What follows belongs to an exercise in optimizing a design on an open flow for small area; a production flow would make more cautious choices. Function was checked by simulation only, so behaviour that the tests miss may differ from the original.

oak:
Design lsrs_unit, start of the top module:
module lsrs_unit (
	input  logic        clk,
	input  logic        rst_n,
	input  logic        i_iq_valid,
	input  logic [3:0]  i_iq_tag,
	input  logic [3:0]  i_iq_base_tag,
	input  logic [31:0] i_iq_base_value,
	input  logic [3:0]  i_iq_data_tag,
	input  logic [31:0] i_iq_data_value,
	input  logic [11:0] i_iq_imm,
	input  logic        i_iq_is_store,
	input  logic        i_cdb_valid,
	input  logic [3:0]  i_cdb_tag,
	input  logic [31:0] i_cdb_data,
	input  logic        i_mu_ready,
	output logic        o_iq_ready,
	output logic        o_mu_valid,
	output logic [3:0]  o_mu_tag,
	output logic        o_mu_is_store,
	output logic [31:0] o_mu_addr,
	output logic [31:0] o_mu_wdata
);
Settings: LEC_CHECK=0, CAP_MARGIN=20, CORE_MARGIN=2, CORE_UTILIZATION=40, SLEW_MARGIN=20; clock period 7.0 ns.
run.sh (not shown) runs the stock make flow with config.mk's settings and CLKGATE_MAP_FILE= SYNTH_SCRIPT=/design/flow/synth_recipe.tcl, a recipe that flattens the netlist after the stock synthesis.
Input changes introduced in pine (baseline for comparison: oak):
Settings: setting ABC_AREA to 1 for the first time.
## What came out
- Total wire length after detailed routing deteriorates in pine relative to oak.
- Row multi-input combinational area share: pine lower / oak higher
- Delta (pine minus oak): core utilization lower; aggregate global-route resource usage higher; met2 track demand over resource higher; non-clock buffer count lower; upper clock frequency limit higher.
- pine vs oak, design area went up by 3.2%.
- Diff oak -> pine: sequential standard cell area did not really move; number of global-route vias before repair went up.
- oak reports its library cell contributing the largest single delay on the critical path as sky130_fd_sc_hd__ha_1 while pine reports sky130_fd_sc_hd__fa_1.

lane 1:
Another version of the RTL of lsrs_unit (not shown whole).
For scale: roughly 3400 cells after synthesis, ~620 flip-flops, about 200 I/O pins, ~34000 um2 of cells after synthesis.
clock: 7.0 ns
lec_check: 0
cap_margin: 20
core_margin: 2
core_utilization: 50
slew_margin: 20
synth_hierarchical: 1
synth_minimum_keep_size: 0
standard.sh (not shown) runs the stock make flow with config.mk's settings and CLKGATE_MAP_FILE= SYNTH_SCRIPT=/design/flow/synth_recipe.tcl, a recipe that flattens the netlist after the stock synthesis.
==> flow/flow/run.sh <==
#!/bin/bash
# The standard layout (standard.sh, unchanged synthesis), with two changes to the layout:
# the port buffers are buf_1, and the clock tree is built from clkbuf_16 without dummy
# loads. Everything make prints goes to standard.log in this folder; ORFS's own per-step logs stay
# under orfs/logs.
set -uo pipefail
export BUFFER_PORTS_ARGS="-buffer_cell sky130_fd_sc_hd__buf_1"
export CTS_ARGS="-sink_clustering_enable -repair_clock_nets -buf_list {sky130_fd_sc_hd__clkbuf_16} -sink_clustering_size 30 -sink_clustering_max_diameter 80 -dont_use_dummy_load"
bash standard.sh > standard.log 2>&1
Here is what was changed in the inputs of lane 2 compared with lane 1.
- a change of CORE_UTILIZATION from 50 to 55
==> flow/flow/run.sh <==
#!/bin/bash
# The standard layout (standard.sh, unchanged synthesis), with two changes to the layout:
# the port buffers are buf_1, and the clock tree is built from clkbuf_4/clkbuf_8 without dummy
# loads. Everything make prints goes to standard.log in this folder; ORFS's own per-step logs stay
# under orfs/logs.
set -uo pipefail
export BUFFER_PORTS_ARGS="-buffer_cell sky130_fd_sc_hd__buf_1"
export CTS_ARGS="-sink_clustering_enable -repair_clock_nets -buf_list {sky130_fd_sc_hd__clkbuf_8} -sink_clustering_size 16 -sink_clustering_max_diameter 60 -dont_use_dummy_load"
bash standard.sh > standard.log 2>&1
Results
Of the two values seen for start-to-end type of the worst setup path, reg2out was produced by lane 1 and reg2reg by lane 2. Lane 2 reports its critical path capture point as st_ldep[4] while lane 1 reports o_mu_wdata[12]. Lane 2 does better than lane 1 on worst relative slew slack. On arrival time at the worst endpoint, the higher figure sits with lane 2, not lane 1. Measured against each other, lane 2 and lane 1 differ in met3 track demand over resource, the higher figure coming from lane 2. On number of vias per cell after detailed routing, the higher figure sits with lane 2, not lane 1.
Setup changes, lane 2 to lane 3
- CAP_MARGIN changed from 20 to 10
- SLEW_MARGIN changed from 20 to 10
--- outcome ---
| via count | lane 3 vs lane 2 | about 0.37% lower |
[diff] worst setup slack, lane 3 relative to lane 2: regression
Any difference in post-synthesis to final-layout area growth between lane 3 and lane 2 is small enough to ignore.
On sequential share of layout area, lane 3 and lane 2 are basically level.
Met2 wirelength from detailed routing: lane 2 vs lane 3 — no meaningful difference
| clock skew | lane 3 vs lane 2 | worse |
Run comparison: lane 3 startpoint of the worst setup timing path hsel[6]; lane 2 startpoint of the worst setup timing path hsel[0]
Taking lane 2 as the reference, in lane 3 fraction of final layout cells with drive strength greater than 1 neither gained nor lost much; area of placed instances neither gained nor lost much; final area neither gained nor lost much.

## juniper
lsrs_unit, a different RTL version from the one above (not shown whole).
Size in the first run: about 3,400 cells after synthesis, about 200 I/O pins.
Settings: LEC_CHECK=0, CAP_MARGIN=20, CORE_MARGIN=2, CORE_UTILIZATION=50, SETUP_SLACK_MARGIN=0.15, SLEW_MARGIN=20, SYNTH_HIERARCHICAL=1, SYNTH_MINIMUM_KEEP_SIZE=0; clock period 7.0 ns.
==> flow/flow/run.sh <==
#!/bin/bash
# The standard layout (standard.sh, unchanged synthesis), with two changes to the layout:
# the port buffers are buf_1, and the clock tree is built from clkbuf_4/clkbuf_8 without dummy
# loads. Everything make prints goes to standard.log in this folder; ORFS's own per-step logs stay
# under orfs/logs.
set -uo pipefail
export BUFFER_PORTS_ARGS="-buffer_cell sky130_fd_sc_hd__buf_1"
export CTS_ARGS="-sink_clustering_enable -repair_clock_nets -buf_list {sky130_fd_sc_hd__clkbuf_8} -sink_clustering_size 16 -sink_clustering_max_diameter 60 -dont_use_dummy_load"
bash standard.sh > standard.log 2>&1
No stage failed in juniper, and the final checks on the layout all came back clean.
Relative to juniper, the following input files were edited for onyx:
--- a/flow/config.mk
+++ b/flow/config.mk
@@ -9,4 +9,4 @@
 export CORE_MARGIN = 2
-export CORE_UTILIZATION = 50
-export SETUP_SLACK_MARGIN = 0.15
+export CORE_UTILIZATION = 40
+export GPL_TIMING_DRIVEN = 0
 export SLEW_MARGIN = 20
==> comparison <==
The flow completed for onyx, but it is not clean: the layout still shows negative setup slack.
Summary of onyx over juniper: share of final-layout standard cells stronger than drive strength 1 went up by 0.17 points, fraction of registers with async set or reset after synthesis was more or less identical, final wirelength went up by 12,000 um.
The required time of the worst setup path on onyx is in line with that on juniper.
Comparing juniper and onyx, the higher routed via count divided by cell count is on juniper.
The following lists how amber was set up differently from onyx:
==> flow/run.sh (new file) <==
#!/bin/bash
# synth_recipe.tcl (not shown) runs the flow's synth.tcl, then flattens the netlist and writes it again
# the make line also repeats each setting of config.mk as NAME=value (left out here)
make -C /OpenROAD-flow-scripts/flow DESIGN_CONFIG=/design/flow/config.mk WORK_HOME=/design/flow/orfs CLKGATE_MAP_FILE= SYNTH_SCRIPT=/design/flow/synth_recipe.tcl finish
--- a/flow/config.mk
+++ b/flow/config.mk
@@ -10,3 +10,2 @@
 export CORE_UTILIZATION = 40
-export GPL_TIMING_DRIVEN = 0
 export SLEW_MARGIN = 20
removed: flow/flow/run.sh
removed: flow/standard.sh
==> comparison <==
amber ended with every stage complete and zero timing, DRC or antenna violations. On routed wire length: amber sits below onyx. [compare] base=onyx new=amber: achievable clock frequency picked up an extra 0.013 GHz, register-to-register slack grew by 0.66 ns. [compare] base=onyx new=amber: overall global routing resource usage went down; CTS H-tree depth went up. | share of the core filled with cells in the final layout | lower: onyx |. When amber is set beside onyx, its fraction of area in multi-input gates turns out to be 2.6 points smaller.
The following lists how harbor was set up differently from amber:
==> flow/flow/run.sh (new file) <==
#!/bin/bash
# The standard layout (standard.sh, unchanged synthesis), with two changes to the layout:
# the port buffers are buf_1, and the clock tree is built from clkbuf_4/clkbuf_8 without dummy
# loads. Everything make prints goes to standard.log in this folder; ORFS's own per-step logs stay
# under orfs/logs.
set -uo pipefail
export BUFFER_PORTS_ARGS="-buffer_cell sky130_fd_sc_hd__buf_1"
export CTS_ARGS="-sink_clustering_enable -repair_clock_nets -buf_list {sky130_fd_sc_hd__clkbuf_4 sky130_fd_sc_hd__clkbuf_8} -dont_use_dummy_load"
bash standard.sh > standard.log 2>&1
==> flow/standard.sh (new file) <==
#!/bin/bash
# synth_recipe.tcl (not shown) runs the flow's synth.tcl, then flattens the netlist and writes it again
# the make line also repeats each setting of config.mk as NAME=value (left out here)
make -C /OpenROAD-flow-scripts/flow DESIGN_CONFIG=/design/flow/config.mk WORK_HOME=/design/flow/orfs CLKGATE_MAP_FILE= SYNTH_SCRIPT=/design/flow/synth_recipe.tcl "${@:-finish}"
removed: flow/run.sh
==> run summary <==
The core of harbor is less densely filled than that of amber. Looking only at slack of the critical path, and setting everything else aside, the higher value of harbor and amber goes to amber. Global-route usage sits higher in harbor than in amber. Multi-input combinational area share ended up 2.4 points higher on harbor than on amber. Re maximum operating frequency: amber was higher than harbor. Hold slack: harbor vs amber, no meaningful difference. amber → harbor: initial antenna violation count shows a reduction of 7. Lower proportion of cell area occupied by registers among harbor and amber: amber. Run comparison: harbor termination of the worst setup path ld_sdep[6]$_DFF_P_; amber termination of the worst setup path ld_sdep[15]$_DFF_P_.

the reference run:
RTL: one of the versions met above, not the one the previous note started from.
Size: about 3,400 cells after synthesis, roughly 620 flip-flops, roughly 0.034 mm^2 of cells after synthesis.
Design lsrs_unit, start of the top module:
module lsrs_unit (
	input  logic        clk,
	input  logic        rst_n,
	input  logic        i_iq_valid,
	input  logic [3:0]  i_iq_tag,
	input  logic [3:0]  i_iq_base_tag,
	input  logic [31:0] i_iq_base_value,
	input  logic [3:0]  i_iq_data_tag,
	input  logic [31:0] i_iq_data_value,
	input  logic [11:0] i_iq_imm,
	input  logic        i_iq_is_store,
	input  logic        i_cdb_valid,
	input  logic [3:0]  i_cdb_tag,
	input  logic [31:0] i_cdb_data,
	input  logic        i_mu_ready,
	output logic        o_iq_ready,
	output logic        o_mu_valid,
	output logic [3:0]  o_mu_tag,
	output logic        o_mu_is_store,
	output logic [31:0] o_mu_addr,
	output logic [31:0] o_mu_wdata
);
	logic [7:0]        valid;    
	logic [7:0]        res;      
	logic [7:0]        bpend;    
	logic [7:0][31:0]  areg;     
	logic [7:0][11:0]  imm;
	logic [7:0][3:0]   tag;
	logic [3:0]        dpend;    
	logic [3:0][31:0]  wdata;    
	logic [3:0][3:0]   ld_sdep;  
	logic [3:0][3:0]   st_ldep;  
  ...
Settings: LEC_CHECK=0, CAP_MARGIN=20, CORE_MARGIN=2, CORE_UTILIZATION=50, SLEW_MARGIN=20, SYNTH_HIERARCHICAL=1, SYNTH_MINIMUM_KEEP_SIZE=0; clock period 7.0 ns.
==> flow/flow/run.sh <==
#!/bin/bash
# The standard layout (standard.sh, unchanged synthesis), with two changes to the layout:
# the port buffers are buf_1, and the clock tree is built from clkbuf_4/clkbuf_8 without dummy
# loads. Everything make prints goes to standard.log in this folder; ORFS's own per-step logs stay
# under orfs/logs.
set -uo pipefail
export BUFFER_PORTS_ARGS="-buffer_cell sky130_fd_sc_hd__buf_1"
export CTS_ARGS="-sink_clustering_enable -repair_clock_nets -buf_list {sky130_fd_sc_hd__clkbuf_8} -sink_clustering_size 16 -sink_clustering_max_diameter 60 -dont_use_dummy_load"
bash standard.sh > standard.log 2>&1
The reference run completed; timing, DRC and antenna clean
Input-level comparison between the trial run and the reference run:
diff --git a/flow/config.mk b/flow/config.mk
--- a/flow/config.mk
+++ b/flow/config.mk
@@ -6,8 +6,8 @@
 export NUM_CORES = 4
 export LEC_CHECK = 0
-export CAP_MARGIN = 20
+export CAP_MARGIN = 5
 export CORE_MARGIN = 2
-export CORE_UTILIZATION = 50
-export SLEW_MARGIN = 20
+export CORE_UTILIZATION = 55
+export SLEW_MARGIN = 5
 export SYNTH_HIERARCHICAL = 1
 export SYNTH_MINIMUM_KEEP_SIZE = 0
==> run summary <==
In the trial run the implementation ran to completion but is not tape-out ready, as the final checks report max-capacitance violations, max-slew violations. Against the reference run, the trial run comes in about 0.7% lower on cell area after layout. More vias were needed by the trial run than by the reference run. In the reports for the trial run and the reference run, the larger area growth from synthesis to layout belongs to the reference run.

## separate check: timing with driven ports
How much do the figures lean on ideal ports? The routed layouts below were timed once more, with nothing changed but the port constraints.
Step 1, drivers: a clkbuf_16 drives clk and a buf_2 each remaining input, both assumed.
Step 2 moves the port delays by t, midway between the first and last clock arrival at a register: inputs arrive t later, outputs are due t later. That takes back most of the time a late clock gives input paths.
a / b / c = ideal ports / drivers / drivers and shift; a / b = the first two.
run | t, ns | setup WS [ns] | worst hold slack (ns) | worst slew at a driven data input, ns
oak | 0.758 | 0.450 / 0.440 / 0.450 | 0.516 / 0.516 / 0.516 | 0.12
pine | 0.778 | 0.930 / 0.864 / 0.930 | 0.505 / 0.505 / 0.505 | 0.17
lane 1 | 0.654 | 0.194 / 0.124 / 0.299 | 0.462 / 0.462 / 0.462 | 0.09
lane 2 | 0.765 | 0.264 / 0.201 / 0.264 | 0.462 / 0.462 / 0.462 | 0.12
lane 3 | 0.771 | 0.229 / 0.229 / 0.229 | 0.461 / 0.461 / 0.461 | 0.15
juniper | 0.778 | 0.271 / 0.271 / 0.271 | 0.483 / 0.483 / 0.483 | 0.16
onyx | 0.798 | -0.366 / -0.366 / -0.366 | 0.475 / 0.475 / 0.475 | 0.10
amber | 0.698 | 0.299 / 0.299 / 0.299 | 0.468 / 0.468 / 0.468 | 0.11
harbor | 0.778 | 0.241 / 0.241 / 0.241 | 0.469 / 0.469 / 0.469 | 0.11
the reference run | 0.778 | 0.115 / 0.045 / 0.373 | 0.463 / 0.463 / 0.463 | 0.09
the trial run | 0.761 | 0.186 / 0.186 / 0.186 | 0.460 / 0.460 / 0.460 | 0.15
